Source: an optimization exercise on an open RTL-to-GDS flow (aim: small area and a short achievable clock period). Production flows keep margins and buffers that such runs may drop.
RTL that was checked went through simulation tests only; none was proved equivalent to the original.
Power is estimated from default activity; no workload was simulated.

==> flow/design.v (excerpt) <==
module enigma_top (
    input  wire       clk,
    input  wire       srstn,
    input  wire       load_i,
    input  wire       encrypt_i,
    input  wire [5:0] code_i,
    output wire [5:0] code_o,
    output wire       code_valid_o
);
    logic             loading_q;
    logic             ready_q;
    logic [63:0][5:0] ring_q;
    localparam logic [63:0] ODD = {32{2'b10}};
    logic [63:0]      vst_q;
    wire  [63:0]      vld_q = vst_q ^ ODD;
    logic [5:0]       q_q;
    logic [5:0]       r_q;
    logic             pend_q;
    logic [5:0]       u_q;
    logic [5:0]       uc_q;
    logic [5:0]       js_q;
    logic             any_q;
    logic             valid_q;
    wire ld_acc  = load_i & ~ready_q;
    wire enc_acc = encrypt_i & ready_q;
    always_ff @(posedge clk) begin
        if (!srstn) begin
            loading_q <= 1'b0;
            ready_q   <= 1'b0;
        end else begin
            loading_q <= load_i & ~ready_q;
            ready_q   <= ready_q | (loading_q & ~load_i);
        end
    end
    always_ff @(posedge clk) begin
        ring_q <= {ring_q[62:0], ld_acc ? code_i : ring_q[63]};
    end
    always_ff @(posedge clk) begin
        if (!srstn) begin
            vst_q <= ODD;
        end else begin
            vst_q <= {vld_q[62:0], ld_acc | vld_q[63]} ^ ODD;
        end
    end
    always_ff @(posedge clk) begin
        if (ld_acc) begin
            q_q <= 6'd0;
        end else begin
            q_q <= q_q + 6'd1 + {5'd0, enc_acc};
        end
    end
    wire [2:0] x_lo = code_i[2:0];
    wire [2:0] x_hi = code_i[5:3];
    wire [2:0] q_lo = q_q[2:0];
    wire [2:0] q_hi = q_q[5:3];
  ...
==> module enigma_top, before the edit <==
module enigma_top (
    input  wire       clk,
    input  wire       srstn,
    input  wire       load_i,
    input  wire       encrypt_i,
    input  wire [5:0] code_i,
    output wire [5:0] code_o,
    output wire       code_valid_o
);
    logic             loading_q;
    logic             ready_q;
    logic [63:0][5:0] ring_q;
    localparam logic [63:0] ODD = {32{2'b10}};
    logic [63:0]      vst_q;
    wire  [63:0]      vld_q = vst_q ^ ODD;
    logic [5:0]       q_q;
    logic [5:0]       r_q;
    logic             pend_q;
    logic [5:0]       u_q;
    logic [5:0]       uc_q;
    logic [5:0]       js_q;
    logic             any_q;
    logic             valid_q;
    wire ld_acc  = load_i & ~ready_q;
    wire enc_acc = encrypt_i & ready_q;
    always_ff @(posedge clk) begin
        if (!srstn) begin
            loading_q <= 1'b0;
            ready_q   <= 1'b0;
        end else begin
            loading_q <= load_i & ~ready_q;
            ready_q   <= ready_q | (loading_q & ~load_i);
        end
    end
    always_ff @(posedge clk) begin
        ring_q <= {ring_q[62:0], ld_acc ? code_i : ring_q[63]};
    end
    always_ff @(posedge clk) begin
        if (!srstn) begin
            vst_q <= ODD;
        end else begin
            vst_q <= {vld_q[62:0], ld_acc | vld_q[63]} ^ ODD;
        end
    end
    always_ff @(posedge clk) begin
        if (ld_acc) begin
            q_q <= 6'd0;
        end else begin
            q_q <= q_q + 6'd1 + {5'd0, enc_acc};
        end
    end
    wire [2:0] x_lo = code_i[2:0];
    wire [2:0] x_hi = code_i[5:3];
    wire [2:0] q_lo = q_q[2:0];
    wire [2:0] q_hi = q_q[5:3];
    wire       brw  = (x_lo >= q_lo);
    logic [7:0]      sel_lo;
    logic [7:0]      eq_hi;
    logic [7:0]      sel_hi;
    logic [7:0][6:0] grp;
    logic [6:0]      fva;
    always_comb begin
        for (int l = 0; l < 8; l++) begin
            sel_lo[l] = (x_lo == 3'(q_lo - 3'(l) - 3'd1));
            eq_hi[l]  = (x_hi == 3'(q_hi - 3'(l)));
        end
        for (int h = 0; h < 8; h++) begin
            sel_hi[h] = brw ? eq_hi[(h + 1) % 8] : eq_hi[h];
        end
        fva = '0;
        for (int h = 0; h < 8; h++) begin
            grp[h] = '0;
            for (int l = 0; l < 8; l++) begin
                grp[h] = grp[h] | ({vld_q[8*h+l], ring_q[8*h+l]} & {7{sel_lo[l]}});
            end
            fva = fva | (grp[h] & {7{sel_hi[h]}});
        end
    end
    wire [5:0] fa = fva[5:0];
    wire       va = fva[6];
    wire [5:0] ra = va ? ~fa : 6'h3f;
    always_ff @(posedge clk) begin
        u_q    <= q_q;
        r_q    <= ra;
        pend_q <= srstn & enc_acc;
    end
    wire [5:0] u  = u_q;
    wire       rz = (r_q == 6'd0);
    logic [63:0] w;
    logic [63:0] hm;
    always_comb begin
        for (int j = 0; j < 64; j++) begin
            w[j]  = vld_q[j] ? (ring_q[j] == r_q) : rz;
            hm[j] = w[j] & (6'(j) <= u);
        end
    end
    function automatic logic [5:0] msb64(input logic [63:0] v);
        logic [31:0]      a1;
        logic [15:0]      a2;
        logic [7:0]       a3;
        logic [3:0]       a4;
        logic [1:0]       a5;
        logic [31:0]      i1;
        logic [15:0][1:0] i2;
        logic [7:0][2:0]  i3;
        logic [3:0][3:0]  i4;
        logic [1:0][4:0]  i5;
        for (int n = 0; n < 32; n++) begin
            a1[n] = v[2*n+1] | v[2*n];
            i1[n] = v[2*n+1];
        end
        for (int n = 0; n < 16; n++) begin
            a2[n] = a1[2*n+1] | a1[2*n];
            i2[n] = a1[2*n+1] ? {1'b1, i1[2*n+1]} : {1'b0, i1[2*n]};
        end
        for (int n = 0; n < 8; n++) begin
            a3[n] = a2[2*n+1] | a2[2*n];
            i3[n] = a2[2*n+1] ? {1'b1, i2[2*n+1]} : {1'b0, i2[2*n]};
        end
        for (int n = 0; n < 4; n++) begin
            a4[n] = a3[2*n+1] | a3[2*n];
            i4[n] = a3[2*n+1] ? {1'b1, i3[2*n+1]} : {1'b0, i3[2*n]};
        end
        for (int n = 0; n < 2; n++) begin
            a5[n] = a4[2*n+1] | a4[2*n];
            i5[n] = a4[2*n+1] ? {1'b1, i4[2*n+1]} : {1'b0, i4[2*n]};
        end
        msb64 = a5[1] ? {1'b1, i5[1]} : {1'b0, i5[0]};
    endfunction
    wire [5:0] jstar = (|hm) ? msb64(hm) : msb64(w);
    always_ff @(posedge clk) begin
        uc_q    <= u;
        js_q    <= jstar;
        any_q   <= |w;
        valid_q <= srstn & pend_q;
    end
    assign code_o       = any_q ? (uc_q - js_q) : 6'd0;
    assign code_valid_o = valid_q;
endmodule
==> flow/config.mk <==
export PLATFORM = sky130hd
export DESIGN_NAME = enigma_top
export DESIGN_NICKNAME = enigma_top
export VERILOG_FILES = /design/flow/design.v
export SDC_FILE = /design/flow/constraint.sdc
export NUM_CORES = 4
export LEC_CHECK = 0
export CAP_MARGIN = 20
export CORE_MARGIN = 2
export CORE_UTILIZATION = 60
export CTS_BUF_LIST = sky130_fd_sc_hd__clkbuf_16
export CTS_CLUSTER_DIAMETER = 100
export CTS_CLUSTER_SIZE = 22
export SETUP_SLACK_MARGIN = 2.5
export SLEW_MARGIN = 20
==> flow/constraint.sdc <==
create_clock -name core_clock -period 6.0 [get_ports {clk}]
set_input_delay 1.2000 -clock core_clock [delete_from_list [all_inputs] [get_ports {clk}]]
set_output_delay 1.2000 -clock core_clock [all_outputs]
set_load 0.01 [all_outputs]
run.sh (not shown) runs the stock make flow with config.mk's settings and CLKGATE_MAP_FILE= SYNTH_SCRIPT=/design/flow/synth_recipe.tcl, a recipe that flattens the netlist after the stock synthesis.
Rerun with:
--- a/flow/design.v
+++ b/flow/design.v
@@ -9,14 +9,13 @@
     output wire [5:0] code_o,
     output wire       code_valid_o
 );
     logic             loading_q;
     logic             ready_q;
-    logic [63:0][5:0] ring_q;
-    localparam logic [63:0] ODD = {32{2'b10}};
-    logic [63:0]      vst_q;
-    wire  [63:0]      vld_q = vst_q ^ ODD;
+    localparam logic [383:0] ODD = {32{12'hfc0}};
+    logic [63:0][5:0] st_q;
+    wire  [63:0][5:0] ring = st_q ^ ODD;
     logic [5:0]       q_q;
     logic [5:0]       r_q;
     logic             pend_q;
     logic [5:0]       u_q;
     logic [5:0]       uc_q;
@@ -33,17 +32,14 @@
             loading_q <= load_i & ~ready_q;
             ready_q   <= ready_q | (loading_q & ~load_i);
         end
     end
     always_ff @(posedge clk) begin
-        ring_q <= {ring_q[62:0], ld_acc ? code_i : ring_q[63]};
-    end
-    always_ff @(posedge clk) begin
         if (!srstn) begin
-            vst_q <= ODD;
+            st_q <= ODD;
         end else begin
-            vst_q <= {vld_q[62:0], ld_acc | vld_q[63]} ^ ODD;
+            st_q <= {ring[62:0], ld_acc ? code_i : ring[63]} ^ ODD;
         end
     end
     always_ff @(posedge clk) begin
         if (ld_acc) begin
             q_q <= 6'd0;
@@ -57,44 +53,42 @@
     wire [2:0] q_hi = q_q[5:3];
     wire       brw  = (x_lo >= q_lo);
     logic [7:0]      sel_lo;
     logic [7:0]      eq_hi;
     logic [7:0]      sel_hi;
-    logic [7:0][6:0] grp;
-    logic [6:0]      fva;
+    logic [7:0][5:0] grp;
+    logic [5:0]      fst;
     always_comb begin
         for (int l = 0; l < 8; l++) begin
             sel_lo[l] = (x_lo == 3'(q_lo - 3'(l) - 3'd1));
             eq_hi[l]  = (x_hi == 3'(q_hi - 3'(l)));
         end
         for (int h = 0; h < 8; h++) begin
             sel_hi[h] = brw ? eq_hi[(h + 1) % 8] : eq_hi[h];
         end
-        fva = '0;
+        fst = '0;
         for (int h = 0; h < 8; h++) begin
             grp[h] = '0;
             for (int l = 0; l < 8; l++) begin
-                grp[h] = grp[h] | ({vld_q[8*h+l], ring_q[8*h+l]} & {7{sel_lo[l]}});
+                grp[h] = grp[h] | (st_q[8*h+l] & {6{sel_lo[l]}});
             end
-            fva = fva | (grp[h] & {7{sel_hi[h]}});
+            fst = fst | (grp[h] & {6{sel_hi[h]}});
         end
     end
-    wire [5:0] fa = fva[5:0];
-    wire       va = fva[6];
-    wire [5:0] ra = va ? ~fa : 6'h3f;
+    wire       odd = sel_lo[1] | sel_lo[3] | sel_lo[5] | sel_lo[7];
+    wire [5:0] ra  = fst ^ {6{~odd}};
     always_ff @(posedge clk) begin
         u_q    <= q_q;
         r_q    <= ra;
         pend_q <= srstn & enc_acc;
     end
     wire [5:0] u  = u_q;
-    wire       rz = (r_q == 6'd0);
     logic [63:0] w;
     logic [63:0] hm;
     always_comb begin
         for (int j = 0; j < 64; j++) begin
-            w[j]  = vld_q[j] ? (ring_q[j] == r_q) : rz;
+            w[j]  = (ring[j] == r_q);
             hm[j] = w[j] & (6'(j) <= u);
         end
     end
     function automatic logic [5:0] msb64(input logic [63:0] v);
         logic [31:0]      a1;
What happened:
- setup slack improved by 0.080 ns
- die area falls by 1.9%
- combinational power increases to 2.7 times its value
- via count is about the same
- utilization shrinks by 3.0 points
- flip-flop and latch count drops by 64
- count of clock-buffer cells in the layout came out lower by 2
- global-route usage is about the same
No functional check of the RTL was part of the first run of this note.

[afterwards: timing with drivers on the ports]
Ports are ideal in the flow. The routed layouts listed here were re-timed in OpenROAD. Step 1, drivers: a clkbuf_16 drives clk and a buf_2 each remaining input, both assumed. Step 2 adds t to the input delays and takes it off the output delays; t is the mean of the earliest and latest rising clock arrival at the registers after step 1. Input paths then give back, and output paths get back, about the clock's delay inside the block. Slacks: ideal / step 1 / step 2; pairs: ideal / step 1.
| run | t (ns) | slack for setup (ns) | worst register clock-pin slew, ns |
|---|---|---|---|
| the first run | 0.631 | 2.463 / 2.497 / 1.867 | 0.10 / 0.10 |
| the second run | 0.629 | 2.543 / 2.483 / 1.952 | 0.10 / 0.10 |
After both steps every run listed still meets setup and hold. For the first run, which loses most, drivers alone change the setup slack by +0.034 ns; drivers and shift together by -0.596 ns.
